From an optimization exercise on the open Yosys and OpenROAD flow, aimed at small area and a short achievable clock period; shortcuts taken in it are not production practice.
No functional check of the RTL was part of any run shown here.
Power and IR drop assume default switching activity.

## config.mk

```make
export PLATFORM = sky130hd
export DESIGN_NAME = coproc_top
export DESIGN_NICKNAME = coproc_top
export VERILOG_FILES = /design/flow/design.v
export SDC_FILE = /design/flow/constraint.sdc
export NUM_CORES = 4
export LEC_CHECK = 0
export CAP_MARGIN = 20
export CORE_MARGIN = 2
export CORE_UTILIZATION = 60
export CTS_CLUSTER_DIAMETER = 150
export CTS_CLUSTER_SIZE = 30
export SETUP_SLACK_MARGIN = 3.7
export SLEW_MARGIN = 20
export SYNTH_HIERARCHICAL = 1
export TNS_END_PERCENT = 5
```

## constraint.sdc

```tcl
create_clock -name core_clock -period 6.8 [get_ports {CLOCK_50}]
set_input_delay 1.3600 -clock core_clock [delete_from_list [all_inputs] [get_ports {CLOCK_50}]]
set_output_delay 1.3600 -clock core_clock [all_outputs]
set_load 0.01 [all_outputs]
```

## design.v

```verilog
package coproc_pkg;
  parameter int operand_w   = 16;    
  parameter int word_w      = 32;    
  parameter int mult_stages = 3;     
  parameter int cold_pulse_ext  = 6;
  parameter int warm_pulse_ext  = 2;
  parameter int debug_pulse_ext = 32;
  parameter int uptime_w = 32;    
  parameter int led_w    = 10;    
  typedef enum logic {
    pulse_idle   = 1'b0,
    pulse_active = 1'b1    
  } pulse_state_t;
endpackage
import coproc_pkg::*;
module pulse_timer #(
  parameter int pulse_ext = cold_pulse_ext    
) (
  input  logic CLOCK_50,
  input  logic hps_fpga_reset_n,
  input  logic run,        
  output logic expired     
);
  localparam int cnt_w = (pulse_ext > 1) ? $clog2(pulse_ext) : 1;
  localparam logic [cnt_w-1:0] last_val = cnt_w'(pulse_ext - 1);
  logic [cnt_w-1:0] cnt_q;
  always_ff @(posedge CLOCK_50 or negedge hps_fpga_reset_n) begin
    if (!hps_fpga_reset_n) begin
      cnt_q <= '0;
    end else if (expired && (pulse_ext != (1 << cnt_w))) begin
      cnt_q <= '0;                      
    end else begin
      cnt_q <= cnt_q + cnt_w'(run);
    end
  end
  assign expired = (cnt_q == last_val);
endmodule
import coproc_pkg::*;
module reset_req_fsm #(
  parameter int pulse_ext = cold_pulse_ext    
) (
  input  logic CLOCK_50,
  input  logic hps_fpga_reset_n,
  input  logic req,       
  output logic pulse      
);
  logic         req_q;       
  logic         req_prev;    
  logic         rise;
  logic         expired;     
  coproc_pkg::pulse_state_t state_q;
  coproc_pkg::pulse_state_t state_d;
  always_ff @(posedge CLOCK_50 or negedge hps_fpga_reset_n) begin
    if (!hps_fpga_reset_n) begin
      req_q    <= 1'b0;
      req_prev <= 1'b0;
    end else begin
      req_q    <= req;        
      req_prev <= req_q;
    end
  end
  assign rise = req_q && !req_prev;    
  always_comb begin
    state_d = state_q;
    case (state_q)
      pulse_idle: begin
        if (rise) state_d = pulse_active;
      end
      pulse_active: begin
        if (expired) state_d = pulse_idle;
      end
      default: state_d = pulse_idle;
    endcase
  end
  always_ff @(posedge CLOCK_50 or negedge hps_fpga_reset_n) begin
    if (!hps_fpga_reset_n) begin
      state_q <= pulse_idle;
    end else begin
      state_q <= state_d;
    end
  end
  assign pulse = (state_q == pulse_active);
  pulse_timer #(
    .pulse_ext (pulse_ext)
  ) timer_inst (
    .CLOCK_50         (CLOCK_50),
    .hps_fpga_reset_n (hps_fpga_reset_n),
    .run              (pulse),
    .expired          (expired)
  );
endmodule
import coproc_pkg::*;
module mult_pipe #(
  parameter int stages = mult_stages    
) (
  input  logic              CLOCK_50,
  input  logic              hps_fpga_reset_n,
  input  logic [word_w-1:0] in_readdata,
  input  logic              in_waitrequest,
  output logic              in_read,
  output logic [word_w-1:0] out_writedata,
  output logic              out_write,
  input  logic              out_waitrequest
);
  logic              stall;
  logic [2:0]        vld_q;           
  logic [15:0]       op_b;            
  logic [16:0]       b_ext;           
  logic [15:0]       a_q;
  logic [7:0]        one_q, two_q, neg_q;
  logic              one8_q;
  logic [7:0]        one_d, two_d, neg_d;
  logic [76:0]       s1_d, s1_q;
  logic [27:0]       x2, y2, sum2;
  logic [word_w-1:0] p_d, p_q;
  assign stall   = out_waitrequest;
  assign in_read = !in_waitrequest && !stall;
  always_ff @(posedge CLOCK_50 or negedge hps_fpga_reset_n) begin
    if (!hps_fpga_reset_n) begin
      vld_q <= '0;
    end else if (!stall) begin
      vld_q <= {vld_q[1:0], in_read};
    end
  end
  assign op_b  = in_readdata[word_w-1:operand_w];
  assign b_ext = {op_b, 1'b0};
  always_comb begin
    for (int i = 0; i < 8; i++) begin
      one_d[i] = b_ext[2*i+1] ^ b_ext[2*i];
      two_d[i] = (b_ext[2*i+2] & !b_ext[2*i+1] & !b_ext[2*i]) |
                 (!b_ext[2*i+2] & b_ext[2*i+1] & b_ext[2*i]);
      neg_d[i] = b_ext[2*i+2];
    end
  end
  logic pp1;
  logic pp2;
  logic pp3;
  logic pp4;
  logic pp5;
  logic pp6;
  logic pp7;
  logic pp8;
  logic pp9;
  logic pp10;
  logic pp11;
  logic pp12;
  logic pp13;
  logic pp14;
  logic pp15;
  logic pp16;
  logic pp17;
  logic ns18;
  logic pp19;
  logic pp20;
  logic pp21;
  logic pp22;
  logic pp23;
  logic pp24;
  logic pp25;
  logic pp26;
  logic pp27;
  logic pp28;
  logic pp29;
  logic pp30;
  logic pp31;
  logic pp32;
  logic pp33;
  logic pp34;
  logic pp35;
  logic ns36;
  logic pp37;
  logic pp38;
  logic pp39;
  logic pp40;
  logic pp41;
  logic pp42;
  logic pp43;
  logic pp44;
  logic pp45;
  logic pp46;
  logic pp47;
  logic pp48;
  logic pp49;
  logic pp50;
  logic pp51;
  logic pp52;
  logic pp53;
  logic ns54;
  logic pp55;
  logic pp56;
  logic pp57;
  logic pp58;
  logic pp59;
  logic pp60;
  logic pp61;
  logic pp62;
  logic pp63;
  logic pp64;
  logic pp65;
  logic pp66;
  logic pp67;
  logic pp68;
  logic pp69;
  logic pp70;
  logic pp71;
  logic ns72;
  logic pp73;
  logic pp74;
  logic pp75;
  logic pp76;
  logic pp77;
  logic pp78;
  logic pp79;
  logic pp80;
  logic pp81;
  logic pp82;
  logic pp83;
  logic pp84;
  logic pp85;
  logic pp86;
  logic pp87;
  logic pp88;
  logic pp89;
  logic ns90;
  logic pp91;
  logic pp92;
  logic pp93;
  logic pp94;
  logic pp95;
  logic pp96;
  logic pp97;
  logic pp98;
  logic pp99;
  logic pp100;
  logic pp101;
  logic pp102;
  logic pp103;
  logic pp104;
  logic pp105;
  logic pp106;
  logic pp107;
  logic ns108;
  logic pp109;
  logic pp110;
  logic pp111;
  logic pp112;
  logic pp113;
  logic pp114;
  logic pp115;
  logic pp116;
  logic pp117;
  logic pp118;
  logic pp119;
  logic pp120;
  logic pp121;
  logic pp122;
  logic pp123;
  logic pp124;
  logic pp125;
  logic ns126;
  logic pp127;
  logic pp128;
  logic pp129;
  logic pp130;
  logic pp131;
  logic pp132;
  logic pp133;
  logic pp134;
  logic pp135;
  logic pp136;
  logic pp137;
  logic pp138;
  logic pp139;
  logic pp140;
  logic pp141;
  logic pp142;
  logic pp143;
  logic ns144;
  logic pp145;
  logic pp146;
  logic pp147;
  logic pp148;
  logic pp149;
  logic pp150;
  logic pp151;
  logic pp152;
  logic pp153;
  logic pp154;
  logic pp155;
  logic pp156;
  logic pp157;
  logic pp158;
  logic pp159;
  logic pp160;
  logic s161;
  logic c162;
  logic s163;
  logic c164;
  logic s165;
  logic c166;
  logic s167;
  logic c168;
  logic s169;
  logic c170;
  logic s171;
  logic c172;
  logic s173;
  logic c174;
  logic s175;
  logic c176;
  logic s177;
  logic c178;
  logic s179;
  logic c180;
  logic s181;
  logic c182;
  logic s183;
  logic c184;
  logic s185;
  logic c186;
  logic s187;
  logic c188;
  logic s189;
  logic c190;
  logic s191;
  logic c192;
  logic s193;
  logic c194;
  logic s195;
  logic c196;
  logic s197;
  logic c198;
  logic s199;
  logic c200;
  logic s201;
  logic c202;
  logic s203;
  logic c204;
  logic s205;
  logic c206;
  logic s207;
  logic c208;
  logic s209;
  logic c210;
  logic s211;
  logic c212;
  logic s213;
  logic c214;
  logic s215;
  logic c216;
  logic s217;
  logic c218;
  logic s219;
  logic c220;
  logic s221;
  logic c222;
  logic s223;
  logic c224;
  logic s225;
  logic c226;
  logic s227;
  logic c228;
  logic s229;
  logic c230;
  logic s231;
  logic c232;
  logic s233;
  logic c234;
  logic s235;
  logic c236;
  logic s237;
  logic c238;
  logic s239;
  logic c240;
  logic s241;
  logic c242;
  logic s243;
  logic c244;
  logic s245;
  logic c246;
  logic s247;
  logic c248;
  logic s249;
  logic c250;
  logic s251;
  logic c252;
  logic s253;
  logic c254;
  logic s255;
  logic c256;
  logic s257;
  logic c258;
  logic s259;
  logic c260;
  logic s261;
  logic c262;
  logic s263;
  logic c264;
  logic s265;
  logic c266;
  logic s267;
  logic c268;
  logic s269;
  logic c270;
  logic s271;
  logic c272;
  logic s273;
  logic c274;
  logic s275;
  logic c276;
  logic s277;
  logic c278;
  logic s279;
  logic c280;
  logic s281;
  logic c282;
  logic s283;
  logic c284;
  logic s285;
  logic c286;
  logic s287;
  logic c288;
  logic s289;
  logic c290;
  logic s291;
  logic c292;
  logic s293;
  logic c294;
  logic s295;
  logic c296;
  logic s297;
  logic c298;
  logic s299;
  logic c300;
  logic s301;
  logic c302;
  logic s303;
  logic c304;
  logic s305;
  logic c306;
  logic s307;
  logic c308;
  logic s309;
  logic c310;
  logic s311;
  logic c312;
  logic s313;
  logic c314;
  logic s315;
  logic c316;
  logic s317;
  logic c318;
  logic s319;
  logic c320;
  logic s321;
  logic c322;
  logic s323;
  logic c324;
  logic s325;
  logic c326;
  logic s327;
  logic c328;
  logic s329;
  logic c330;
  logic s331;
  logic c332;
  logic s333;
  logic c334;
  logic s335;
  logic c336;
  logic s337;
  logic c338;
  logic s339;
  logic c340;
  logic s341;
  logic c342;
  logic s343;
  logic c344;
  logic s345;
  logic c346;
  logic s347;
  logic c348;
  logic s349;
  logic c350;
  logic s351;
  logic c352;
  logic s353;
  logic c354;
  logic s355;
  logic c356;
  logic s357;
  logic c358;
  logic s359;
  logic c360;
  logic s361;
  logic c362;
  logic s363;
  logic c364;
  logic s365;
  logic c366;
  logic s367;
  logic c368;
  logic s369;
  logic c370;
  logic s371;
  logic c372;
  logic s373;
  logic c374;
  logic s375;
  logic c376;
  logic s377;
  logic c378;
  logic s379;
  logic c380;
  logic s381;
  logic c382;
  logic s383;
  logic c384;
  logic s385;
  logic c386;
  logic s387;
  logic c388;
  logic s389;
  logic c390;
  logic s391;
  logic c392;
  logic s393;
  logic c394;
  logic s395;
  logic c396;
  logic s397;
  logic c398;
  logic s399;
  logic c400;
  logic s401;
  logic c402;
  logic s403;
  logic c404;
  logic s405;
  logic c406;
  logic s409;
  logic c410;
  logic s411;
  logic c412;
  logic s413;
  logic c414;
  logic s415;
  logic c416;
  logic s417;
  logic c418;
  logic s419;
  logic c420;
  logic s421;
  logic c422;
  logic s423;
  logic c424;
  logic s425;
  logic c426;
  logic s427;
  logic c428;
  logic s429;
  logic c430;
  logic s431;
  logic c432;
  logic s433;
  logic c434;
  logic s435;
  logic c436;
  logic s437;
  logic c438;
  logic s439;
  logic c440;
  logic s441;
  logic c442;
  logic s443;
  logic c444;
  logic s445;
  logic c446;
  logic s447;
  logic c448;
  logic s449;
  logic c450;
  assign pp1 = ((one_q[0] & a_q[0])) ^ neg_q[0];
  assign pp2 = ((one_q[0] & a_q[1]) | (two_q[0] & a_q[0])) ^ neg_q[0];
  assign pp3 = ((one_q[0] & a_q[2]) | (two_q[0] & a_q[1])) ^ neg_q[0];
  assign pp4 = ((one_q[0] & a_q[3]) | (two_q[0] & a_q[2])) ^ neg_q[0];
  assign pp5 = ((one_q[0] & a_q[4]) | (two_q[0] & a_q[3])) ^ neg_q[0];
  assign pp6 = ((one_q[0] & a_q[5]) | (two_q[0] & a_q[4])) ^ neg_q[0];
  assign pp7 = ((one_q[0] & a_q[6]) | (two_q[0] & a_q[5])) ^ neg_q[0];
  assign pp8 = ((one_q[0] & a_q[7]) | (two_q[0] & a_q[6])) ^ neg_q[0];
  assign pp9 = ((one_q[0] & a_q[8]) | (two_q[0] & a_q[7])) ^ neg_q[0];
  assign pp10 = ((one_q[0] & a_q[9]) | (two_q[0] & a_q[8])) ^ neg_q[0];
  assign pp11 = ((one_q[0] & a_q[10]) | (two_q[0] & a_q[9])) ^ neg_q[0];
  assign pp12 = ((one_q[0] & a_q[11]) | (two_q[0] & a_q[10])) ^ neg_q[0];
  assign pp13 = ((one_q[0] & a_q[12]) | (two_q[0] & a_q[11])) ^ neg_q[0];
  assign pp14 = ((one_q[0] & a_q[13]) | (two_q[0] & a_q[12])) ^ neg_q[0];
  assign pp15 = ((one_q[0] & a_q[14]) | (two_q[0] & a_q[13])) ^ neg_q[0];
  assign pp16 = ((one_q[0] & a_q[15]) | (two_q[0] & a_q[14])) ^ neg_q[0];
  assign pp17 = ((two_q[0] & a_q[15])) ^ neg_q[0];
  assign ns18 = ~neg_q[0];
  assign pp19 = ((one_q[1] & a_q[0])) ^ neg_q[1];
  assign pp20 = ((one_q[1] & a_q[1]) | (two_q[1] & a_q[0])) ^ neg_q[1];
  assign pp21 = ((one_q[1] & a_q[2]) | (two_q[1] & a_q[1])) ^ neg_q[1];
  assign pp22 = ((one_q[1] & a_q[3]) | (two_q[1] & a_q[2])) ^ neg_q[1];
  assign pp23 = ((one_q[1] & a_q[4]) | (two_q[1] & a_q[3])) ^ neg_q[1];
  assign pp24 = ((one_q[1] & a_q[5]) | (two_q[1] & a_q[4])) ^ neg_q[1];
  assign pp25 = ((one_q[1] & a_q[6]) | (two_q[1] & a_q[5])) ^ neg_q[1];
  assign pp26 = ((one_q[1] & a_q[7]) | (two_q[1] & a_q[6])) ^ neg_q[1];
  assign pp27 = ((one_q[1] & a_q[8]) | (two_q[1] & a_q[7])) ^ neg_q[1];
  assign pp28 = ((one_q[1] & a_q[9]) | (two_q[1] & a_q[8])) ^ neg_q[1];
  assign pp29 = ((one_q[1] & a_q[10]) | (two_q[1] & a_q[9])) ^ neg_q[1];
  assign pp30 = ((one_q[1] & a_q[11]) | (two_q[1] & a_q[10])) ^ neg_q[1];
  assign pp31 = ((one_q[1] & a_q[12]) | (two_q[1] & a_q[11])) ^ neg_q[1];
  assign pp32 = ((one_q[1] & a_q[13]) | (two_q[1] & a_q[12])) ^ neg_q[1];
  assign pp33 = ((one_q[1] & a_q[14]) | (two_q[1] & a_q[13])) ^ neg_q[1];
  assign pp34 = ((one_q[1] & a_q[15]) | (two_q[1] & a_q[14])) ^ neg_q[1];
  assign pp35 = ((two_q[1] & a_q[15])) ^ neg_q[1];
  assign ns36 = ~neg_q[1];
  assign pp37 = ((one_q[2] & a_q[0])) ^ neg_q[2];
  assign pp38 = ((one_q[2] & a_q[1]) | (two_q[2] & a_q[0])) ^ neg_q[2];
  assign pp39 = ((one_q[2] & a_q[2]) | (two_q[2] & a_q[1])) ^ neg_q[2];
  assign pp40 = ((one_q[2] & a_q[3]) | (two_q[2] & a_q[2])) ^ neg_q[2];
  assign pp41 = ((one_q[2] & a_q[4]) | (two_q[2] & a_q[3])) ^ neg_q[2];
  assign pp42 = ((one_q[2] & a_q[5]) | (two_q[2] & a_q[4])) ^ neg_q[2];
  assign pp43 = ((one_q[2] & a_q[6]) | (two_q[2] & a_q[5])) ^ neg_q[2];
  assign pp44 = ((one_q[2] & a_q[7]) | (two_q[2] & a_q[6])) ^ neg_q[2];
  assign pp45 = ((one_q[2] & a_q[8]) | (two_q[2] & a_q[7])) ^ neg_q[2];
  assign pp46 = ((one_q[2] & a_q[9]) | (two_q[2] & a_q[8])) ^ neg_q[2];
  assign pp47 = ((one_q[2] & a_q[10]) | (two_q[2] & a_q[9])) ^ neg_q[2];
  assign pp48 = ((one_q[2] & a_q[11]) | (two_q[2] & a_q[10])) ^ neg_q[2];
  assign pp49 = ((one_q[2] & a_q[12]) | (two_q[2] & a_q[11])) ^ neg_q[2];
  assign pp50 = ((one_q[2] & a_q[13]) | (two_q[2] & a_q[12])) ^ neg_q[2];
  assign pp51 = ((one_q[2] & a_q[14]) | (two_q[2] & a_q[13])) ^ neg_q[2];
  assign pp52 = ((one_q[2] & a_q[15]) | (two_q[2] & a_q[14])) ^ neg_q[2];
  assign pp53 = ((two_q[2] & a_q[15])) ^ neg_q[2];
  assign ns54 = ~neg_q[2];
  assign pp55 = ((one_q[3] & a_q[0])) ^ neg_q[3];
  assign pp56 = ((one_q[3] & a_q[1]) | (two_q[3] & a_q[0])) ^ neg_q[3];
  assign pp57 = ((one_q[3] & a_q[2]) | (two_q[3] & a_q[1])) ^ neg_q[3];
  assign pp58 = ((one_q[3] & a_q[3]) | (two_q[3] & a_q[2])) ^ neg_q[3];
  assign pp59 = ((one_q[3] & a_q[4]) | (two_q[3] & a_q[3])) ^ neg_q[3];
  assign pp60 = ((one_q[3] & a_q[5]) | (two_q[3] & a_q[4])) ^ neg_q[3];
  assign pp61 = ((one_q[3] & a_q[6]) | (two_q[3] & a_q[5])) ^ neg_q[3];
  assign pp62 = ((one_q[3] & a_q[7]) | (two_q[3] & a_q[6])) ^ neg_q[3];
  assign pp63 = ((one_q[3] & a_q[8]) | (two_q[3] & a_q[7])) ^ neg_q[3];
  assign pp64 = ((one_q[3] & a_q[9]) | (two_q[3] & a_q[8])) ^ neg_q[3];
  assign pp65 = ((one_q[3] & a_q[10]) | (two_q[3] & a_q[9])) ^ neg_q[3];
  assign pp66 = ((one_q[3] & a_q[11]) | (two_q[3] & a_q[10])) ^ neg_q[3];
  assign pp67 = ((one_q[3] & a_q[12]) | (two_q[3] & a_q[11])) ^ neg_q[3];
  assign pp68 = ((one_q[3] & a_q[13]) | (two_q[3] & a_q[12])) ^ neg_q[3];
  assign pp69 = ((one_q[3] & a_q[14]) | (two_q[3] & a_q[13])) ^ neg_q[3];
  assign pp70 = ((one_q[3] & a_q[15]) | (two_q[3] & a_q[14])) ^ neg_q[3];
  assign pp71 = ((two_q[3] & a_q[15])) ^ neg_q[3];
  assign ns72 = ~neg_q[3];
  assign pp73 = ((one_q[4] & a_q[0])) ^ neg_q[4];
  assign pp74 = ((one_q[4] & a_q[1]) | (two_q[4] & a_q[0])) ^ neg_q[4];
  assign pp75 = ((one_q[4] & a_q[2]) | (two_q[4] & a_q[1])) ^ neg_q[4];
  assign pp76 = ((one_q[4] & a_q[3]) | (two_q[4] & a_q[2])) ^ neg_q[4];
  assign pp77 = ((one_q[4] & a_q[4]) | (two_q[4] & a_q[3])) ^ neg_q[4];
  assign pp78 = ((one_q[4] & a_q[5]) | (two_q[4] & a_q[4])) ^ neg_q[4];
  assign pp79 = ((one_q[4] & a_q[6]) | (two_q[4] & a_q[5])) ^ neg_q[4];
  assign pp80 = ((one_q[4] & a_q[7]) | (two_q[4] & a_q[6])) ^ neg_q[4];
  assign pp81 = ((one_q[4] & a_q[8]) | (two_q[4] & a_q[7])) ^ neg_q[4];
  assign pp82 = ((one_q[4] & a_q[9]) | (two_q[4] & a_q[8])) ^ neg_q[4];
  assign pp83 = ((one_q[4] & a_q[10]) | (two_q[4] & a_q[9])) ^ neg_q[4];
  assign pp84 = ((one_q[4] & a_q[11]) | (two_q[4] & a_q[10])) ^ neg_q[4];
  assign pp85 = ((one_q[4] & a_q[12]) | (two_q[4] & a_q[11])) ^ neg_q[4];
  assign pp86 = ((one_q[4] & a_q[13]) | (two_q[4] & a_q[12])) ^ neg_q[4];
  assign pp87 = ((one_q[4] & a_q[14]) | (two_q[4] & a_q[13])) ^ neg_q[4];
  assign pp88 = ((one_q[4] & a_q[15]) | (two_q[4] & a_q[14])) ^ neg_q[4];
  assign pp89 = ((two_q[4] & a_q[15])) ^ neg_q[4];
  assign ns90 = ~neg_q[4];
  assign pp91 = ((one_q[5] & a_q[0])) ^ neg_q[5];
  assign pp92 = ((one_q[5] & a_q[1]) | (two_q[5] & a_q[0])) ^ neg_q[5];
  assign pp93 = ((one_q[5] & a_q[2]) | (two_q[5] & a_q[1])) ^ neg_q[5];
  assign pp94 = ((one_q[5] & a_q[3]) | (two_q[5] & a_q[2])) ^ neg_q[5];
  assign pp95 = ((one_q[5] & a_q[4]) | (two_q[5] & a_q[3])) ^ neg_q[5];
  assign pp96 = ((one_q[5] & a_q[5]) | (two_q[5] & a_q[4])) ^ neg_q[5];
  assign pp97 = ((one_q[5] & a_q[6]) | (two_q[5] & a_q[5])) ^ neg_q[5];
  assign pp98 = ((one_q[5] & a_q[7]) | (two_q[5] & a_q[6])) ^ neg_q[5];
  assign pp99 = ((one_q[5] & a_q[8]) | (two_q[5] & a_q[7])) ^ neg_q[5];
  assign pp100 = ((one_q[5] & a_q[9]) | (two_q[5] & a_q[8])) ^ neg_q[5];
  assign pp101 = ((one_q[5] & a_q[10]) | (two_q[5] & a_q[9])) ^ neg_q[5];
  assign pp102 = ((one_q[5] & a_q[11]) | (two_q[5] & a_q[10])) ^ neg_q[5];
  assign pp103 = ((one_q[5] & a_q[12]) | (two_q[5] & a_q[11])) ^ neg_q[5];
  assign pp104 = ((one_q[5] & a_q[13]) | (two_q[5] & a_q[12])) ^ neg_q[5];
  assign pp105 = ((one_q[5] & a_q[14]) | (two_q[5] & a_q[13])) ^ neg_q[5];
  assign pp106 = ((one_q[5] & a_q[15]) | (two_q[5] & a_q[14])) ^ neg_q[5];
  assign pp107 = ((two_q[5] & a_q[15])) ^ neg_q[5];
  assign ns108 = ~neg_q[5];
  assign pp109 = ((one_q[6] & a_q[0])) ^ neg_q[6];
  assign pp110 = ((one_q[6] & a_q[1]) | (two_q[6] & a_q[0])) ^ neg_q[6];
  assign pp111 = ((one_q[6] & a_q[2]) | (two_q[6] & a_q[1])) ^ neg_q[6];
  assign pp112 = ((one_q[6] & a_q[3]) | (two_q[6] & a_q[2])) ^ neg_q[6];
  assign pp113 = ((one_q[6] & a_q[4]) | (two_q[6] & a_q[3])) ^ neg_q[6];
  assign pp114 = ((one_q[6] & a_q[5]) | (two_q[6] & a_q[4])) ^ neg_q[6];
  assign pp115 = ((one_q[6] & a_q[6]) | (two_q[6] & a_q[5])) ^ neg_q[6];
  assign pp116 = ((one_q[6] & a_q[7]) | (two_q[6] & a_q[6])) ^ neg_q[6];
  assign pp117 = ((one_q[6] & a_q[8]) | (two_q[6] & a_q[7])) ^ neg_q[6];
  assign pp118 = ((one_q[6] & a_q[9]) | (two_q[6] & a_q[8])) ^ neg_q[6];
  assign pp119 = ((one_q[6] & a_q[10]) | (two_q[6] & a_q[9])) ^ neg_q[6];
  assign pp120 = ((one_q[6] & a_q[11]) | (two_q[6] & a_q[10])) ^ neg_q[6];
  assign pp121 = ((one_q[6] & a_q[12]) | (two_q[6] & a_q[11])) ^ neg_q[6];
  assign pp122 = ((one_q[6] & a_q[13]) | (two_q[6] & a_q[12])) ^ neg_q[6];
  assign pp123 = ((one_q[6] & a_q[14]) | (two_q[6] & a_q[13])) ^ neg_q[6];
  assign pp124 = ((one_q[6] & a_q[15]) | (two_q[6] & a_q[14])) ^ neg_q[6];
  assign pp125 = ((two_q[6] & a_q[15])) ^ neg_q[6];
  assign ns126 = ~neg_q[6];
  assign pp127 = ((one_q[7] & a_q[0])) ^ neg_q[7];
  assign pp128 = ((one_q[7] & a_q[1]) | (two_q[7] & a_q[0])) ^ neg_q[7];
  assign pp129 = ((one_q[7] & a_q[2]) | (two_q[7] & a_q[1])) ^ neg_q[7];
  assign pp130 = ((one_q[7] & a_q[3]) | (two_q[7] & a_q[2])) ^ neg_q[7];
  assign pp131 = ((one_q[7] & a_q[4]) | (two_q[7] & a_q[3])) ^ neg_q[7];
  assign pp132 = ((one_q[7] & a_q[5]) | (two_q[7] & a_q[4])) ^ neg_q[7];
  assign pp133 = ((one_q[7] & a_q[6]) | (two_q[7] & a_q[5])) ^ neg_q[7];
  assign pp134 = ((one_q[7] & a_q[7]) | (two_q[7] & a_q[6])) ^ neg_q[7];
  assign pp135 = ((one_q[7] & a_q[8]) | (two_q[7] & a_q[7])) ^ neg_q[7];
  assign pp136 = ((one_q[7] & a_q[9]) | (two_q[7] & a_q[8])) ^ neg_q[7];
  assign pp137 = ((one_q[7] & a_q[10]) | (two_q[7] & a_q[9])) ^ neg_q[7];
  assign pp138 = ((one_q[7] & a_q[11]) | (two_q[7] & a_q[10])) ^ neg_q[7];
  assign pp139 = ((one_q[7] & a_q[12]) | (two_q[7] & a_q[11])) ^ neg_q[7];
  assign pp140 = ((one_q[7] & a_q[13]) | (two_q[7] & a_q[12])) ^ neg_q[7];
  assign pp141 = ((one_q[7] & a_q[14]) | (two_q[7] & a_q[13])) ^ neg_q[7];
  assign pp142 = ((one_q[7] & a_q[15]) | (two_q[7] & a_q[14])) ^ neg_q[7];
  assign pp143 = ((two_q[7] & a_q[15])) ^ neg_q[7];
  assign ns144 = ~neg_q[7];
  assign pp145 = one8_q & a_q[0];
  assign pp146 = one8_q & a_q[1];
  assign pp147 = one8_q & a_q[2];
  assign pp148 = one8_q & a_q[3];
  assign pp149 = one8_q & a_q[4];
  assign pp150 = one8_q & a_q[5];
  assign pp151 = one8_q & a_q[6];
  assign pp152 = one8_q & a_q[7];
  assign pp153 = one8_q & a_q[8];
  assign pp154 = one8_q & a_q[9];
  assign pp155 = one8_q & a_q[10];
  assign pp156 = one8_q & a_q[11];
  assign pp157 = one8_q & a_q[12];
  assign pp158 = one8_q & a_q[13];
  assign pp159 = one8_q & a_q[14];
  assign pp160 = one8_q & a_q[15];
  assign s161 = ~ns18;
  assign c162 = ns18;
  assign s163 = ~pp147;
  assign c164 = pp147;
  mult_ha u_s165 (.a(neg_q[5]), .b(pp11), .s(s165), .co(c166));
  mult_ha u_s167 (.a(pp12), .b(pp28), .s(s167), .co(c168));
  mult_fa u_s169 (.a(neg_q[6]), .b(pp13), .c(pp29), .s(s169), .co(c170));
  mult_ha u_s171 (.a(pp45), .b(pp61), .s(s171), .co(c172));
  mult_fa u_s173 (.a(pp14), .b(pp30), .c(pp46), .s(s173), .co(c174));
  mult_ha u_s175 (.a(pp62), .b(pp78), .s(s175), .co(c176));
  mult_fa u_s177 (.a(neg_q[7]), .b(pp15), .c(pp31), .s(s177), .co(c178));
  mult_fa u_s179 (.a(pp47), .b(pp63), .c(pp79), .s(s179), .co(c180));
  mult_ha u_s181 (.a(pp95), .b(pp111), .s(s181), .co(c182));
  mult_fa u_s183 (.a(pp16), .b(pp32), .c(pp48), .s(s183), .co(c184));
  mult_fa u_s185 (.a(pp64), .b(pp80), .c(pp96), .s(s185), .co(c186));
  mult_ha u_s187 (.a(pp112), .b(pp128), .s(s187), .co(c188));
  mult_fa u_s189 (.a(pp145), .b(pp17), .c(pp33), .s(s189), .co(c190));
  mult_fa u_s191 (.a(pp49), .b(pp65), .c(pp81), .s(s191), .co(c192));
  mult_fa u_s193 (.a(pp97), .b(pp113), .c(pp129), .s(s193), .co(c194));
  mult_fa u_s195 (.a(pp146), .b(s161), .c(pp34), .s(s195), .co(c196));
  mult_fa u_s197 (.a(pp50), .b(pp66), .c(pp82), .s(s197), .co(c198));
  mult_fa u_s199 (.a(pp98), .b(pp114), .c(pp130), .s(s199), .co(c200));
  mult_fa u_s201 (.a(c162), .b(s163), .c(pp35), .s(s201), .co(c202));
  mult_fa u_s203 (.a(pp51), .b(pp67), .c(pp83), .s(s203), .co(c204));
  mult_fa u_s205 (.a(pp99), .b(pp115), .c(pp131), .s(s205), .co(c206));
  mult_fa u_s207 (.a(ns36), .b(pp148), .c(c164), .s(s207), .co(c208));
  mult_fa u_s209 (.a(pp52), .b(pp68), .c(pp84), .s(s209), .co(c210));
  mult_fa u_s211 (.a(pp100), .b(pp116), .c(pp132), .s(s211), .co(c212));
  assign s213 = ~(pp149 ^ pp53);
  assign c214 = pp149 | pp53;
  mult_fa u_s215 (.a(pp69), .b(pp85), .c(pp101), .s(s215), .co(c216));
  mult_ha u_s217 (.a(pp117), .b(pp133), .s(s217), .co(c218));
  mult_fa u_s219 (.a(ns54), .b(pp150), .c(pp70), .s(s219), .co(c220));
  mult_fa u_s221 (.a(pp86), .b(pp102), .c(pp118), .s(s221), .co(c222));
  assign s223 = ~(pp151 ^ pp71);
  assign c224 = pp151 | pp71;
  mult_ha u_s225 (.a(pp87), .b(pp103), .s(s225), .co(c226));
  mult_fa u_s227 (.a(ns72), .b(pp152), .c(pp88), .s(s227), .co(c228));
  assign s229 = ~pp153;
  assign c230 = pp153;
  mult_ha u_s231 (.a(neg_q[3]), .b(pp7), .s(s231), .co(c232));
  mult_ha u_s233 (.a(pp8), .b(pp24), .s(s233), .co(c234));
  mult_fa u_s235 (.a(neg_q[4]), .b(pp9), .c(pp25), .s(s235), .co(c236));
  mult_ha u_s237 (.a(pp41), .b(pp57), .s(s237), .co(c238));
  mult_fa u_s239 (.a(pp10), .b(pp26), .c(pp42), .s(s239), .co(c240));
  mult_ha u_s241 (.a(pp58), .b(pp74), .s(s241), .co(c242));
  mult_fa u_s243 (.a(pp27), .b(pp43), .c(pp59), .s(s243), .co(c244));
  mult_fa u_s245 (.a(pp75), .b(pp91), .c(s165), .s(s245), .co(c246));
  mult_fa u_s247 (.a(pp44), .b(pp60), .c(pp76), .s(s247), .co(c248));
  mult_fa u_s249 (.a(pp92), .b(c166), .c(s167), .s(s249), .co(c250));
  mult_fa u_s251 (.a(pp77), .b(pp93), .c(pp109), .s(s251), .co(c252));
  mult_fa u_s253 (.a(c168), .b(s171), .c(s169), .s(s253), .co(c254));
  mult_fa u_s255 (.a(pp94), .b(pp110), .c(c172), .s(s255), .co(c256));
  mult_fa u_s257 (.a(s175), .b(c170), .c(s173), .s(s257), .co(c258));
  mult_fa u_s259 (.a(pp127), .b(c176), .c(s181), .s(s259), .co(c260));
  mult_fa u_s261 (.a(c174), .b(s177), .c(s179), .s(s261), .co(c262));
  mult_fa u_s263 (.a(c182), .b(s187), .c(c178), .s(s263), .co(c264));
  mult_fa u_s265 (.a(c180), .b(s183), .c(s185), .s(s265), .co(c266));
  mult_fa u_s267 (.a(c188), .b(c184), .c(c186), .s(s267), .co(c268));
  mult_fa u_s269 (.a(s189), .b(s191), .c(s193), .s(s269), .co(c270));
  mult_fa u_s271 (.a(c190), .b(c192), .c(c194), .s(s271), .co(c272));
  mult_fa u_s273 (.a(s195), .b(s197), .c(s199), .s(s273), .co(c274));
  mult_fa u_s275 (.a(c196), .b(c198), .c(c200), .s(s275), .co(c276));
  mult_fa u_s277 (.a(s201), .b(s203), .c(s205), .s(s277), .co(c278));
  mult_fa u_s279 (.a(s207), .b(c202), .c(c204), .s(s279), .co(c280));
  mult_fa u_s281 (.a(c206), .b(s209), .c(s211), .s(s281), .co(c282));
  mult_fa u_s283 (.a(c208), .b(s217), .c(c210), .s(s283), .co(c284));
  mult_fa u_s285 (.a(c212), .b(s213), .c(s215), .s(s285), .co(c286));
  mult_fa u_s287 (.a(pp134), .b(c218), .c(c214), .s(s287), .co(c288));
  mult_fa u_s289 (.a(c216), .b(s219), .c(s221), .s(s289), .co(c290));
  mult_fa u_s291 (.a(pp119), .b(pp135), .c(s225), .s(s291), .co(c292));
  mult_fa u_s293 (.a(c220), .b(c222), .c(s223), .s(s293), .co(c294));
  mult_fa u_s295 (.a(pp104), .b(pp120), .c(pp136), .s(s295), .co(c296));
  mult_fa u_s297 (.a(c226), .b(c224), .c(s227), .s(s297), .co(c298));
  mult_fa u_s299 (.a(s229), .b(pp89), .c(pp105), .s(s299), .co(c300));
  mult_fa u_s301 (.a(pp121), .b(pp137), .c(c228), .s(s301), .co(c302));
  mult_fa u_s303 (.a(ns90), .b(pp154), .c(c230), .s(s303), .co(c304));
  mult_fa u_s305 (.a(pp106), .b(pp122), .c(pp138), .s(s305), .co(c306));
  assign s307 = ~(pp155 ^ pp107);
  assign c308 = pp155 | pp107;
  mult_ha u_s309 (.a(pp123), .b(pp139), .s(s309), .co(c310));
  mult_fa u_s311 (.a(ns108), .b(pp156), .c(pp124), .s(s311), .co(c312));
  assign s313 = ~pp157;
  assign c314 = pp157;
  mult_ha u_s315 (.a(neg_q[2]), .b(pp5), .s(s315), .co(c316));
  mult_ha u_s317 (.a(pp6), .b(pp22), .s(s317), .co(c318));
  mult_fa u_s319 (.a(pp23), .b(pp39), .c(pp55), .s(s319), .co(c320));
  mult_fa u_s321 (.a(pp40), .b(pp56), .c(c232), .s(s321), .co(c322));
  mult_fa u_s323 (.a(pp73), .b(c234), .c(s237), .s(s323), .co(c324));
  mult_fa u_s325 (.a(c238), .b(s241), .c(c236), .s(s325), .co(c326));
  mult_fa u_s327 (.a(c242), .b(c240), .c(s243), .s(s327), .co(c328));
  mult_fa u_s329 (.a(c244), .b(s247), .c(c246), .s(s329), .co(c330));
  mult_fa u_s331 (.a(c248), .b(s251), .c(c250), .s(s331), .co(c332));
  mult_fa u_s333 (.a(c252), .b(s255), .c(c254), .s(s333), .co(c334));
  mult_fa u_s335 (.a(c256), .b(s259), .c(c258), .s(s335), .co(c336));
  mult_fa u_s337 (.a(c260), .b(c262), .c(s263), .s(s337), .co(c338));
  mult_fa u_s339 (.a(c264), .b(c266), .c(s267), .s(s339), .co(c340));
  mult_fa u_s341 (.a(c268), .b(c270), .c(s271), .s(s341), .co(c342));
  mult_fa u_s343 (.a(c272), .b(c274), .c(s275), .s(s343), .co(c344));
  mult_fa u_s345 (.a(c276), .b(c278), .c(s279), .s(s345), .co(c346));
  mult_fa u_s347 (.a(c280), .b(c282), .c(s283), .s(s347), .co(c348));
  mult_fa u_s349 (.a(c284), .b(c286), .c(s287), .s(s349), .co(c350));
  mult_fa u_s351 (.a(s291), .b(c288), .c(c290), .s(s351), .co(c352));
  mult_fa u_s353 (.a(s295), .b(c292), .c(c294), .s(s353), .co(c354));
  mult_fa u_s355 (.a(c296), .b(s299), .c(c298), .s(s355), .co(c356));
  mult_fa u_s357 (.a(s303), .b(c300), .c(s305), .s(s357), .co(c358));
  mult_fa u_s359 (.a(c304), .b(s309), .c(c306), .s(s359), .co(c360));
  mult_fa u_s361 (.a(pp140), .b(c310), .c(c308), .s(s361), .co(c362));
  mult_fa u_s363 (.a(s313), .b(pp125), .c(pp141), .s(s363), .co(c364));
  mult_fa u_s365 (.a(ns126), .b(pp158), .c(c314), .s(s365), .co(c366));
  assign s367 = ~pp159;
  assign c368 = pp159;
  mult_ha u_s369 (.a(neg_q[1]), .b(pp3), .s(s369), .co(c370));
  mult_ha u_s371 (.a(pp4), .b(pp20), .s(s371), .co(c372));
  mult_fa u_s373 (.a(pp21), .b(pp37), .c(s315), .s(s373), .co(c374));
  mult_fa u_s375 (.a(pp38), .b(c316), .c(s317), .s(s375), .co(c376));
  mult_fa u_s377 (.a(c318), .b(s231), .c(s319), .s(s377), .co(c378));
  mult_fa u_s379 (.a(s233), .b(c320), .c(s321), .s(s379), .co(c380));
  mult_fa u_s381 (.a(s235), .b(c322), .c(s323), .s(s381), .co(c382));
  mult_fa u_s383 (.a(s239), .b(c324), .c(s325), .s(s383), .co(c384));
  mult_fa u_s385 (.a(s245), .b(c326), .c(s327), .s(s385), .co(c386));
  mult_ha u_s387 (.a(s307), .b(c358), .s(s387), .co(c388));
  mult_fa u_s389 (.a(s311), .b(c360), .c(s361), .s(s389), .co(c390));
  mult_fa u_s391 (.a(c312), .b(s363), .c(c362), .s(s391), .co(c392));
  mult_fa u_s393 (.a(pp142), .b(s365), .c(c364), .s(s393), .co(c394));
  mult_fa u_s395 (.a(s367), .b(c366), .c(pp143), .s(s395), .co(c396));
  mult_fa u_s397 (.a(ns144), .b(pp160), .c(c368), .s(s397), .co(c398));
  mult_ha u_s399 (.a(neg_q[0]), .b(pp1), .s(s399), .co(c400));
  mult_ha u_s401 (.a(pp2), .b(c400), .s(s401), .co(c402));
  mult_fa u_s403 (.a(pp19), .b(s369), .c(c402), .s(s403), .co(c404));
  mult_fa u_s405 (.a(c370), .b(s371), .c(c404), .s(s405), .co(c406));
  assign s1_d = {c406, s397, c396, s395, c394, s393, c392, s391, c390, s389, c388, s359, s387, c356, s357, c302, s355, c354, s301, s353, c352, s297, s351, c350, s293, s349, c348, s289, s347, c346, s285, s345, c344, s281, s343, c342, s277, s341, c340, s273, s339, c338, s269, s337, c336, s265, s335, c334, s261, s333, c332, s257, s331, c330, s253, s329, c328, s249, c386, s385, c384, s383, c382, s381, c380, s379, c378, s377, c376, s375, c374, s373, c372, s405, s403, s401, s399};
  mult_fa u_s409 (.a(s1_q[18]), .b(s1_q[19]), .c(s1_q[20]), .s(s409), .co(c410));
  mult_fa u_s411 (.a(s1_q[22]), .b(s1_q[23]), .c(s1_q[24]), .s(s411), .co(c412));
  mult_fa u_s413 (.a(s1_q[25]), .b(s1_q[26]), .c(s1_q[27]), .s(s413), .co(c414));
  mult_fa u_s415 (.a(s1_q[28]), .b(s1_q[29]), .c(s1_q[30]), .s(s415), .co(c416));
  mult_fa u_s417 (.a(s1_q[31]), .b(s1_q[32]), .c(s1_q[33]), .s(s417), .co(c418));
  mult_fa u_s419 (.a(s1_q[34]), .b(s1_q[35]), .c(s1_q[36]), .s(s419), .co(c420));
  mult_fa u_s421 (.a(s1_q[37]), .b(s1_q[38]), .c(s1_q[39]), .s(s421), .co(c422));
  mult_fa u_s423 (.a(s1_q[40]), .b(s1_q[41]), .c(s1_q[42]), .s(s423), .co(c424));
  mult_fa u_s425 (.a(s1_q[43]), .b(s1_q[44]), .c(s1_q[45]), .s(s425), .co(c426));
  mult_fa u_s427 (.a(s1_q[46]), .b(s1_q[47]), .c(s1_q[48]), .s(s427), .co(c428));
  mult_fa u_s429 (.a(s1_q[49]), .b(s1_q[50]), .c(s1_q[51]), .s(s429), .co(c430));
  mult_fa u_s431 (.a(s1_q[52]), .b(s1_q[53]), .c(s1_q[54]), .s(s431), .co(c432));
  mult_fa u_s433 (.a(s1_q[55]), .b(s1_q[56]), .c(s1_q[57]), .s(s433), .co(c434));
  mult_fa u_s435 (.a(s1_q[58]), .b(s1_q[59]), .c(s1_q[60]), .s(s435), .co(c436));
  mult_fa u_s437 (.a(s1_q[61]), .b(s1_q[62]), .c(s1_q[63]), .s(s437), .co(c438));
  mult_ha u_s439 (.a(s1_q[64]), .b(s1_q[65]), .s(s439), .co(c440));
  mult_ha u_s441 (.a(s1_q[66]), .b(s1_q[67]), .s(s441), .co(c442));
  mult_ha u_s443 (.a(s1_q[68]), .b(s1_q[69]), .s(s443), .co(c444));
  mult_ha u_s445 (.a(s1_q[70]), .b(s1_q[71]), .s(s445), .co(c446));
  mult_ha u_s447 (.a(s1_q[72]), .b(s1_q[73]), .s(s447), .co(c448));
  mult_ha u_s449 (.a(s1_q[74]), .b(s1_q[75]), .s(s449), .co(c450));
  assign x2  = {s449, s447, s445, s443, s441, s439, s437, s435, s433, s431, s429, s427, s425, s423, s421, s419, s417, s415, s413, s411, s409, s1_q[16], s1_q[14], s1_q[12], s1_q[10], s1_q[8], s1_q[6], s1_q[4]};
  assign y2  = {c448, c446, c444, c442, c440, c438, c436, c434, c432, c430, c428, c426, c424, c422, c420, c418, c416, c414, c412, c410, s1_q[21], s1_q[17], s1_q[15], s1_q[13], s1_q[11], s1_q[9], s1_q[7], s1_q[5]};
  logic [27:0] g0, p0, cy;
  assign g0 = x2 & y2;
  assign p0 = x2 ^ y2;
  logic bg1;
  assign bg1 = g0[0] | (p0[0] & s1_q[76]);
  logic bg2;
  assign bg2 = g0[2] | (p0[2] & g0[1]);
  logic bp2;
  assign bp2 = p0[2] & p0[1];
  logic bg3;
  assign bg3 = g0[4] | (p0[4] & g0[3]);
  logic bp3;
  assign bp3 = p0[4] & p0[3];
  logic bg4;
  assign bg4 = g0[6] | (p0[6] & g0[5]);
  logic bp4;
  assign bp4 = p0[6] & p0[5];
  logic bg5;
  assign bg5 = g0[8] | (p0[8] & g0[7]);
  logic bp5;
  assign bp5 = p0[8] & p0[7];
  logic bg6;
  assign bg6 = g0[10] | (p0[10] & g0[9]);
  logic bp6;
  assign bp6 = p0[10] & p0[9];
  logic bg7;
  assign bg7 = g0[12] | (p0[12] & g0[11]);
  logic bp7;
  assign bp7 = p0[12] & p0[11];
  logic bg8;
  assign bg8 = g0[14] | (p0[14] & g0[13]);
  logic bp8;
  assign bp8 = p0[14] & p0[13];
  logic bg9;
  assign bg9 = g0[16] | (p0[16] & g0[15]);
  logic bp9;
  assign bp9 = p0[16] & p0[15];
  logic bg10;
  assign bg10 = g0[18] | (p0[18] & g0[17]);
  logic bp10;
  assign bp10 = p0[18] & p0[17];
  logic bg11;
  assign bg11 = g0[20] | (p0[20] & g0[19]);
  logic bp11;
  assign bp11 = p0[20] & p0[19];
  logic bg12;
  assign bg12 = g0[22] | (p0[22] & g0[21]);
  logic bp12;
  assign bp12 = p0[22] & p0[21];
  logic bg13;
  assign bg13 = g0[24] | (p0[24] & g0[23]);
  logic bp13;
  assign bp13 = p0[24] & p0[23];
  logic bg14;
  assign bg14 = g0[26] | (p0[26] & g0[25]);
  logic bp14;
  assign bp14 = p0[26] & p0[25];
  logic bg15;
  assign bg15 = g0[1] | (p0[1] & bg1);
  logic bg16;
  assign bg16 = bg2 | (bp2 & bg1);
  logic bg17;
  assign bg17 = g0[5] | (p0[5] & bg3);
  logic bp17;
  assign bp17 = p0[5] & bp3;
  logic bg18;
  assign bg18 = bg4 | (bp4 & bg3);
  logic bp18;
  assign bp18 = bp4 & bp3;
  logic bg19;
  assign bg19 = g0[9] | (p0[9] & bg5);
  logic bp19;
  assign bp19 = p0[9] & bp5;
  logic bg20;
  assign bg20 = bg6 | (bp6 & bg5);
  logic bp20;
  assign bp20 = bp6 & bp5;
  logic bg21;
  assign bg21 = g0[13] | (p0[13] & bg7);
  logic bp21;
  assign bp21 = p0[13] & bp7;
  logic bg22;
  assign bg22 = bg8 | (bp8 & bg7);
  logic bp22;
  assign bp22 = bp8 & bp7;
  logic bg23;
  assign bg23 = g0[17] | (p0[17] & bg9);
  logic bp23;
  assign bp23 = p0[17] & bp9;
  logic bg24;
  assign bg24 = bg10 | (bp10 & bg9);
  logic bp24;
  assign bp24 = bp10 & bp9;
  logic bg25;
  assign bg25 = g0[21] | (p0[21] & bg11);
  logic bp25;
  assign bp25 = p0[21] & bp11;
  logic bg26;
  assign bg26 = bg12 | (bp12 & bg11);
  logic bp26;
  assign bp26 = bp12 & bp11;
  logic bg27;
  assign bg27 = g0[25] | (p0[25] & bg13);
  logic bp27;
  assign bp27 = p0[25] & bp13;
  logic bg28;
  assign bg28 = bg14 | (bp14 & bg13);
  logic bp28;
  assign bp28 = bp14 & bp13;
  logic bg29;
  assign bg29 = g0[3] | (p0[3] & bg16);
  logic bg30;
  assign bg30 = bg3 | (bp3 & bg16);
  logic bg31;
  assign bg31 = bg17 | (bp17 & bg16);
  logic bg32;
  assign bg32 = bg18 | (bp18 & bg16);
  logic bg33;
  assign bg33 = g0[11] | (p0[11] & bg20);
  logic bp33;
  assign bp33 = p0[11] & bp20;
  logic bg34;
  assign bg34 = bg7 | (bp7 & bg20);
  logic bp34;
  assign bp34 = bp7 & bp20;
  logic bg35;
  assign bg35 = bg21 | (bp21 & bg20);
  logic bp35;
  assign bp35 = bp21 & bp20;
  logic bg36;
  assign bg36 = bg22 | (bp22 & bg20);
  logic bp36;
  assign bp36 = bp22 & bp20;
  logic bg37;
  assign bg37 = g0[19] | (p0[19] & bg24);
  logic bp37;
  assign bp37 = p0[19] & bp24;
  logic bg38;
  assign bg38 = bg11 | (bp11 & bg24);
  logic bp38;
  assign bp38 = bp11 & bp24;
  logic bg39;
  assign bg39 = bg25 | (bp25 & bg24);
  logic bp39;
  assign bp39 = bp25 & bp24;
  logic bg40;
  assign bg40 = bg26 | (bp26 & bg24);
  logic bp40;
  assign bp40 = bp26 & bp24;
  logic bg41;
  assign bg41 = g0[27] | (p0[27] & bg28);
  logic bp41;
  assign bp41 = p0[27] & bp28;
  logic bg42;
  assign bg42 = g0[7] | (p0[7] & bg32);
  logic bg43;
  assign bg43 = bg5 | (bp5 & bg32);
  logic bg44;
  assign bg44 = bg19 | (bp19 & bg32);
  logic bg45;
  assign bg45 = bg20 | (bp20 & bg32);
  logic bg46;
  assign bg46 = bg33 | (bp33 & bg32);
  logic bg47;
  assign bg47 = bg34 | (bp34 & bg32);
  logic bg48;
  assign bg48 = bg35 | (bp35 & bg32);
  logic bg49;
  assign bg49 = bg36 | (bp36 & bg32);
  logic bg50;
  assign bg50 = g0[23] | (p0[23] & bg40);
  logic bp50;
  assign bp50 = p0[23] & bp40;
  logic bg51;
  assign bg51 = bg13 | (bp13 & bg40);
  logic bp51;
  assign bp51 = bp13 & bp40;
  logic bg52;
  assign bg52 = bg27 | (bp27 & bg40);
  logic bp52;
  assign bp52 = bp27 & bp40;
  logic bg53;
  assign bg53 = bg28 | (bp28 & bg40);
  logic bp53;
  assign bp53 = bp28 & bp40;
  logic bg54;
  assign bg54 = bg41 | (bp41 & bg40);
  logic bp54;
  assign bp54 = bp41 & bp40;
  logic bg55;
  assign bg55 = g0[15] | (p0[15] & bg49);
  logic bg56;
  assign bg56 = bg9 | (bp9 & bg49);
  logic bg57;
  assign bg57 = bg23 | (bp23 & bg49);
  logic bg58;
  assign bg58 = bg24 | (bp24 & bg49);
  logic bg59;
  assign bg59 = bg37 | (bp37 & bg49);
  logic bg60;
  assign bg60 = bg38 | (bp38 & bg49);
  logic bg61;
  assign bg61 = bg39 | (bp39 & bg49);
  logic bg62;
  assign bg62 = bg40 | (bp40 & bg49);
  logic bg63;
  assign bg63 = bg50 | (bp50 & bg49);
  logic bg64;
  assign bg64 = bg51 | (bp51 & bg49);
  logic bg65;
  assign bg65 = bg52 | (bp52 & bg49);
  logic bg66;
  assign bg66 = bg53 | (bp53 & bg49);
  logic bg67;
  assign bg67 = bg54 | (bp54 & bg49);
  assign cy = {bg66, bg65, bg64, bg63, bg62, bg61, bg60, bg59, bg58, bg57, bg56, bg55, bg49, bg48, bg47, bg46, bg45, bg44, bg43, bg42, bg32, bg31, bg30, bg29, bg16, bg15, bg1, s1_q[76]};
  assign sum2 = p0 ^ cy;
  assign p_d = {sum2, {s1_q[3], s1_q[2], s1_q[1], s1_q[0]}};
  always_ff @(posedge CLOCK_50) begin
    if (!stall) begin
      a_q    <= in_readdata[operand_w-1:0];
      one_q  <= one_d;
      two_q  <= two_d;
      neg_q  <= neg_d;
      one8_q <= op_b[15];
      s1_q   <= s1_d;
      p_q    <= p_d;
    end
  end
  assign out_write     = vld_q[2];
  assign out_writedata = p_q;
endmodule
module mult_fa (
  input  logic a,
  input  logic b,
  input  logic c,
  output logic s,
  output logic co
);
  assign s  = a ^ b ^ c;
  assign co = (a & b) | (c & (a ^ b));
endmodule
module mult_ha (
  input  logic a,
  input  logic b,
  output logic s,
  output logic co
);
  assign s  = a ^ b;
  assign co = a & b;
endmodule
import coproc_pkg::*;
module coproc_top (
  input  logic                CLOCK_50,
  input  logic                hps_fpga_reset_n,
  input  logic [word_w-1:0]   in_readdata,
  input  logic                in_waitrequest,
  output logic                in_read,
  output logic [word_w-1:0]   out_writedata,
  output logic                out_write,
  input  logic                out_waitrequest,
  input  logic [2:0]          reset_req,
  output logic                cold_reset,
  output logic                warm_reset,
  output logic                debug_reset,
  output logic [uptime_w-1:0] status_count,
  output logic [led_w-1:0]    ledr
);
  logic [uptime_w-1:0] uptime_q;    
  mult_pipe #(
    .stages (mult_stages)
  ) mult_inst (
    .CLOCK_50         (CLOCK_50),
    .hps_fpga_reset_n (hps_fpga_reset_n),
    .in_readdata      (in_readdata),
    .in_waitrequest   (in_waitrequest),
    .in_read          (in_read),
    .out_writedata    (out_writedata),
    .out_write        (out_write),
    .out_waitrequest  (out_waitrequest)
  );
  reset_req_fsm #(
    .pulse_ext (cold_pulse_ext)
  ) cold_req_inst (
    .CLOCK_50         (CLOCK_50),
    .hps_fpga_reset_n (hps_fpga_reset_n),
    .req              (reset_req[0]),
    .pulse            (cold_reset)
  );
  reset_req_fsm #(
    .pulse_ext (warm_pulse_ext)
  ) warm_req_inst (
    .CLOCK_50         (CLOCK_50),
    .hps_fpga_reset_n (hps_fpga_reset_n),
    .req              (reset_req[1]),
    .pulse            (warm_reset)
  );
  reset_req_fsm #(
    .pulse_ext (debug_pulse_ext)
  ) debug_req_inst (
    .CLOCK_50         (CLOCK_50),
    .hps_fpga_reset_n (hps_fpga_reset_n),
    .req              (reset_req[2]),
    .pulse            (debug_reset)
  );
  localparam int grp_w = 8;
  localparam int n_grp = uptime_w / grp_w;
  logic [uptime_w-1:0] uptime_d;
  logic [n_grp-1:0]    grp_cin;
  logic [grp_w:0]      carry [n_grp];    
  assign grp_cin[0] = 1'b1;
  for (genvar g = 1; g < n_grp; g++) begin : g_cin
    assign grp_cin[g] = grp_cin[g-1] & (&uptime_q[g*grp_w-1 -: grp_w]);
  end
  for (genvar g = 0; g < n_grp; g++) begin : g_grp
    for (genvar i = 0; i < grp_w; i++) begin : g_bit
      if (g == 0 && i == 0) begin : g_lsb
        assign uptime_d[0]  = !uptime_q[0];
        assign carry[0][1]  = uptime_q[0];
      end else begin : g_ha
        uptime_ha ha_inst (
          .a  (uptime_q[g*grp_w+i]),
          .b  ((i == 0) ? grp_cin[g] : carry[g][i]),
          .s  (uptime_d[g*grp_w+i]),
          .co (carry[g][i+1])
        );
      end
    end
  end
  always_ff @(posedge CLOCK_50 or negedge hps_fpga_reset_n) begin
    if (!hps_fpga_reset_n) begin
      uptime_q <= '0;
    end else begin
      uptime_q <= uptime_d;    
    end
  end
  assign status_count = uptime_q;                        
  assign ledr         = uptime_q[uptime_w-1 -: led_w];   
endmodule
module uptime_ha (
  input  logic a,
  input  logic b,
  output logic s,
  output logic co
);
  assign s  = a ^ b;
  assign co = a & b;
endmodule
```

## flow/run.sh

```bash
#!/bin/bash
# Layout flow: the standard ORFS flow, with the port buffers that the
# placement step inserts made from sky130_fd_sc_hd__buf_1, which the timing
# repair may then resize, instead of the delay-cell buffer the resizer picks.
set -euo pipefail
bash standard.sh "BUFFER_PORTS_ARGS=-buffer_cell sky130_fd_sc_hd__buf_1" finish > orfs_make.log 2>&1
```

## standard.sh

```bash
#!/bin/bash
# synth_recipe.tcl (not shown) runs the flow's synth.tcl, then flattens the netlist and writes it again
# the make line also repeats each setting of config.mk as NAME=value (left out here)
make -C /OpenROAD-flow-scripts/flow DESIGN_CONFIG=/design/flow/config.mk WORK_HOME=/design/flow/orfs CLKGATE_MAP_FILE= SYNTH_SCRIPT=/design/flow/synth_recipe.tcl "${@:-finish}"
```

==> summary.txt, run 1 <==
status complete, no violations; CP dominant cell by count buf_2; clock-pin slew on the worst setup and hold paths 0.11 ns; # IOs 118; Filler Cell Count 1663; cts hold-fix bufs 0; Main synth FF type edfxtp_1; Syn Area/Cell 13.1 um2; final setup violation count 0; initial core utilization 0.609; vias per inst 5.83; WL final 25700 um; Total Routing Usage GR 0.226; global route overflow 0; root buffer cell clkbuf_16; Critical Path End Type primary output; vias in the first global route 8018; Final #Nets 1311; Die W 153 um; Rows 54; setup TNS 0 ns; die area 23300 um2; Final Cycle Share 0.461; Met2 Routed Length 11800 um; crit path kind in2out; cell area after layout 14200 um2; Yosys warning count 16; CP max-delay cell buf_2; gpl congestion 0.810; CP max FO 5; net count after synthesis 1256; Top delay family on crit path buffers and inverters; WL met1 12100 um; Mapped Cells 1012; Worst Path Arrival 1.77 ns; EDFF count, synth 149; CTS tree done; Static Leak 5.58 nW; total power 6.53 mW; max-capacitance violation count 0; Max transition margin 0.254; Slew Limit Fails 0; layout cells sized above 1 0.0514; mapped cell area 13300 um2; clk_skew 0.0179 ns; FF+latch count, synth 202; DR pass1 iterations 5; largest net degree at the start of global routing 66; antenna violations before repair 0; Iter 0 DRT Violations 497; Fin Hold WS 0.391 ns; first-pass GRT wire length 42800 um; Hold Vio Cnt, Final 0; min Tclk post-route 3.13 ns; Syn-to-layout area delta 7.16%; Peak Freq 319 MHz; top layer in use met4; drt drc 0; H-tree depth 1; CTS Buffer Depth 3; HP Class reg2reg; CP peak stage delay 0.15 ns; DR vias 7867; sequential area share after synthesis 0.438; RSZ-0062 raised after global routing yes; CP startpoint kind input port; CTS Sinks 202; die height 153 um; clock latency on the worst-skew pair 0.48 ns; Port Buffers 117; Core Footprint 21800 um2; n_diodes 0; Power Density 460 nW/um2; clock buffer count from CTS 10; DP Area 13700 um2; CP required 5.44 ns; Yosys cell types 50; routed len/inst 19.1 um; Post-DP HPWL 18100 um; WP buf/inv 2; reg-to-reg slack, setup 3.69 ns; Worst Max-Slew Pin Slew 1.12 ns; routed wl met3 1430 um; Post-DRT Antenna Nets 0; CP cell instances buf_2, nor2_1, buf_2; share of synthesized registers carrying an async set or reset 0.262; Max VDD drop 230 uV
-- cells in the mapped netlist, drive strengths merged (3+ instances only) --
library cell	instances	area share
xnor2	148	0.098
nand2b	16	0.0076
o311ai	3	0.0020
fa	115	0.17
nand3b	9	0.0051
nor3	11	0.0042
nor2	12	0.0034
xor2	15	0.0099
a21o	4	0.0023
nand4	7	0.0042
buf	14	0.0071
mux2i	4	0.0030
nor2b	3	0.0014
and3	3	0.0014
nand2	32	0.0091
o2111ai	3	0.0020
ha	90	0.085
clkbuf	79	0.022
a211oi	3	0.0028
a221o	3	0.0023
nor4	3	0.0019
nand3	6	0.0023
inv	41	0.012
o21ai	12	0.0045
a2111oi	3	0.0025
dfrtp	53	0.10
a21oi	15	0.0057
and2	16	0.0076
a22oi	120	0.068
edfxtp	149	0.34
-- path summary, 6_finish.rpt --
kind	end	startpoint	depth (start not counted)
min in group asynchronous	debug_req_inst.state_q	hps_fpga_reset_n	2
max reg2reg	mult_inst.p_q[29]	mult_inst.s1_q[48]	8
min reg2reg	debug_req_inst.req_prev	debug_req_inst.req_q	0
min	debug_req_inst.req_prev	debug_req_inst.req_q	0
max in group asynchronous	uptime_q[4]	hps_fpga_reset_n	2
max	in_read	out_waitrequest	3
-- per-module statistics from Yosys (local to each module, per instance), excerpt --
module	times used	cells	cell area [um2]
coproc_top	1	54	963
mult_fa	110	1	20.0
mult_ha	26	1	12.5
uptime_ha	31	1	12.5
-- layout by cell type, fill, tap and decap left out, types with 17 or more instances in the layout --
cell / count
a22oi_1: 120
nand2_1: 32
ha_1: 88
dfrtp_1: 53
buf_4: 17
buf_1: 114
inv_1: 40
edfxtp_1: 149
xnor2_1: 148
fa_1: 115
-- repair_timing --
action	CTS	global route
setup endpoints to repair	9	23
pin swaps	4	12
setup buffers	1	11
resized for setup	4	11
endpoints found under the hold margin	0	0
-- cell type report --
class | count | area, um2 | area share
multi-input cells | 676 | 6990 | 0.492
inverters | 41 | 158 | 0.0111
flip-flops and latches | 202 | 5800 | 0.408
clock buffers | 14 | 287 | 0.0202
well taps | 280 | 350 | 0.0247
repair buffers | 136 | 606 | 0.0426
clock inverters | 1 | 8.76 | 0.000617
-- metal layers --
layer	up-vias	GRT usage
met1	3921	0.338
met2	249	0.362
li1	3667	-
met4	0	0.0450
met3	30	0.0310
met5	-	0
-- flip-flops by register name, summed over array words and instances (netlist names), 3 cells and up --
name	count
cold_req_inst.timer_inst.cnt_q	3
mult_inst.one_q	8
mult_inst.vld_q	3
mult_inst.neg_q	7
mult_inst.two_q	8
debug_req_inst.timer_inst.cnt_q	5
mult_inst.s1_q	77
mult_inst.a_q	16
mult_inst.p_q	32
uptime_q	32
-- logic make-up after synthesis --
group           share of synthesized area
buf+inv                            0.0411
compound gates                     0.0993
mux                               0.00472
xor+xnor                            0.108
simple gates                       0.0508
flops                               0.438
fa+ha+maj                           0.259
-- report_power, final --
part	internal [mW]	switching (mW)	total (mW)	leakage [nW]
Sequential	2.01	0.268	2.28	2.14
Combinational	1.66	1.92	3.58	3.30
Clock	0.301	0.371	0.672	0.144
Total	3.97	2.56	6.53	5.58
-- per-stage QoR --
stage           util  setup WS, ns  cells
6_report       0.653          3.67   1350
4_1_cts        0.644          3.66   1338
3_3_place_gp   0.630          3.59   1322
5_1_grt        0.653          3.60   1350
2_1_floorplan      -          2.90   1012
3_5_place_dp   0.630          3.53   1322
==> run 2, diff against run 1 <==
--- a/config.mk
+++ b/config.mk
@@ -11,4 +11,5 @@
 export CTS_CLUSTER_DIAMETER = 150
 export CTS_CLUSTER_SIZE = 30
+export GPL_ROUTABILITY_DRIVEN = 0
 export SETUP_SLACK_MARGIN = 3.7
 export SLEW_MARGIN = 20
==> run 2 against run 1 <==
Maximum frequency did not move. Hold slack is the same. Critical path depth unchanged. Final cell count did not move. Non-clock buffer count did not move. Design area did not move. Flip-flop and latch count stayed put. Critical path type unchanged. Critical endpoint unchanged.
==> summary.txt, run 2 <==
status complete, no violations; antenna violations before repair 0 (unchanged); die height 153 um (unchanged); top-count cell post-synth edfxtp_1; H-tree depth 1 (unchanged); routed len/inst 19.1 um (unchanged); Core Footprint 21800 um2 (unchanged); share of synthesized registers carrying an async set or reset 0.262 (unchanged); Post-synth top cells edfxtp_1, xnor2_1, a22oi_1; Static Leak 5.58 nW (unchanged); WL final 25700 um (unchanged); largest reg by FF count mult_inst.s1_q; Hold Vio Cnt, Final 0 (unchanged); sequential area share after synthesis 0.438 (unchanged); clock buffer count from CTS 10 (unchanged); max-capacitance violation count 0 (unchanged); CP max-delay cell buf_2; min Tclk post-route 3.13 ns (unchanged); Final #Nets 1311 (unchanged); Post-DRT Antenna Nets 0 (unchanged); CTS Buffer Depth 3 (unchanged); setup TNS 0 ns (unchanged); CP cell instances buf_2, nor2_1, buf_2; mapped cell area 13300 um2 (unchanged); Yosys top cell area share 0.338 (unchanged); DR pass1 iterations 5 (unchanged); Die W 153 um (unchanged); FF+latch count, synth 202 (unchanged); Syn Area/Cell 13.1 um2 (unchanged); Iter 0 DRT Violations 497 (unchanged); n_diodes 0 (unchanged); area leader, netlist edfxtp_1; first-pass GRT wire length 42800 um (unchanged); Max VDD drop 230 uV (unchanged); initial core utilization 0.609 (unchanged); layout cells sized above 1 0.0514 (unchanged); Non-Filler Instances 1350 (unchanged); RSZ-0062 raised after global routing yes; Slew Limit Fails 0 (unchanged); Worst Path Arrival 1.77 ns (about the same); root buffer cell clkbuf_16; vias in the first global route 8018 (unchanged); largest net degree at the start of global routing 66 (unchanged); clock-pin slew on the worst setup and hold paths 0.11 ns (about the same); Total Routing Usage GR 0.226 (unchanged); die area 23300 um2 (unchanged); Final Cycle Share 0.461 (unchanged); global route overflow 0 (unchanged); CP startpoint kind input port; clk_skew 0.0179 ns (unchanged); CP max FO 5 (unchanged); drt drc 0 (unchanged); Worst Max-Slew Pin Slew 1.12 ns (unchanged); Post-DP HPWL 18100 um (unchanged); crit path kind in2out; Yosys warning count 16 (unchanged); CP required 5.44 ns (about the same); commonest non-fill, non-tap cell in the layout edfxtp_1; CTS tree done; Power Density 460 nW/um2 (unchanged); post-placement cell count 1322 (unchanged); cts hold-fix bufs 0 (unchanged); final setup violation count 0 (unchanged); Rows 54 (unchanged); Synth area leaders edfxtp_1, fa_1, dfrtp_1, xnor2_1, ha_1; Largest register FFs 77 (unchanged); # IOs 118 (unchanged); CP peak stage delay 0.15 ns (about the same); DR vias 7867 (unchanged); clock latency on the worst-skew pair 0.48 ns (about the same); Yosys cell types 50 (unchanged); Filler Cell Count 1663 (unchanged); EDFF count, synth 149 (unchanged); most frequent cells in the layout edfxtp_1, xnor2_1, a22oi_1; Mapped Cells 1012 (unchanged); net count after synthesis 1256 (unchanged); WP buf/inv 2 (unchanged); biggest regs mult_inst.s1_q x77, mult_inst.p_q x32, uptime_q x32; Main synth FF type edfxtp_1; Peak Freq 319 MHz (unchanged); Syn-to-layout area delta 7.16% (unchanged); Critical Path End Type primary output; CTS Sinks 202 (unchanged); Port Buffers 117 (unchanged); HP Class reg2reg; Max transition margin 0.254 (unchanged); CP dominant cell by count buf_2; vias per inst 5.83 (unchanged); Top delay family on crit path buffers and inverters
run 2: cell counts in the layout (fill, tap and decap cells not counted):
Identical to the previous run, type by type.
run 2: repair_timing:
action / in CTS / in global routing
gates resized for setup: 4 / 11
buffers inserted: 1 / 11
pin swaps: 4 / 12
endpoints found under the setup margin: 9 / 23
run 2: cells by family after synthesis:
kind of cell	share of synthesized area
xor gates and xnor gates	0.108
adders and majority gates	0.259
muxes	0.00472
buffers and inverters	0.0411
and+or+nand+nor	0.0508
DFF	0.438
AOI/OAI and AO/OA	0.0993
run 2: power breakdown:
part | total, mW | switching, mW | internal [mW]
Combinational | 3.58 | 1.92 | 1.66
Sequential | 2.28 | 0.268 | 2.01
Clock | 0.672 | 0.371 | 0.301
Total | 6.53 | 2.56 | 3.97
run 2: area by class of cell:
type	instances	area (um2)	area share
clock buffers	14	287	0.0202
well taps	280	350	0.0247
clock inverters	1	8.76	0.000617
multi-input cells	676	6990	0.492
inverters	41	158	0.0111
repair buffers	136	606	0.0426
flip-flops and latches	202	5800	0.408
run 2: per-layer routing:
metal	part of all wire	track usage	up-vias
met2	0.46	0.362	249
met1	0.47	0.338	3921
met3	0.056	0.0310	30
li1	-	-	3667
met4	0.015	0.0450	0
met5	0	0	-
run 2: per-stage QoR:
stage	setup WS [ns]	total power, mW	util	hold slack [ns]	area (um2)
global route	3.60	7.12	0.653	0.403	14200
global placement	3.59	5.52	0.630	0.358	13700
CTS	3.66	6.35	0.644	0.397	14000
floorplan	2.90	4.73	-	0.355	13300
finish	3.67	6.53	0.653	0.391	14200
detailed placement	3.53	5.62	0.630	0.367	13700
run 2: modules after synthesis (local to each module, per instance), a selection:
module      cells inside  flops+latches  cell area (um2)  times used
coproc_top            54             32              963           1
mult_fa                1              0             20.0         110
mult_ha                1              0             12.5          26
uptime_ha              1              0             12.5          31
run 2: path summary, 6_finish.rpt:
kind	start	end	slack [ns]	depth (start not counted)
worst min register to register	debug_req_inst.req_q	debug_req_inst.req_prev	0.39	0
worst min-delay path	debug_req_inst.req_q	debug_req_inst.req_prev	0.39	0
worst max register to register	mult_inst.s1_q[48]	mult_inst.p_q[29]	3.69	8
max in group asynchronous	hps_fpga_reset_n	uptime_q[4]	5.38	2
min in group asynchronous	hps_fpga_reset_n	debug_req_inst.state_q	0.97	2
worst max-delay path	out_waitrequest	in_read	3.67	3

==> separate check: timing with driven ports <==
The flow's constraints put no driver on any port. The routed layouts listed below were extracted and timed again, unchanged, in two steps.
Step 1 assumes that a clkbuf_16 drives the clock port and a buf_2 every other input.
Step 2 times the ports against the registers' clock, not the clock port: input delays grow and output delays shrink by t, the midpoint of the rising clock arrivals with the driver on.
Slacks: ideal / step 1 / step 2; pairs: ideal / step 1.
run	t (ns)	slack for setup (ns)	worst hold slack (ns)
run 1	0.521	3.668 / 3.648 / 3.648	0.391 / 0.391 / 0.391
run 2	0.521	3.668 / 3.648 / 3.648	0.391 / 0.391 / 0.391
After both steps setup and hold are still met in every run listed.
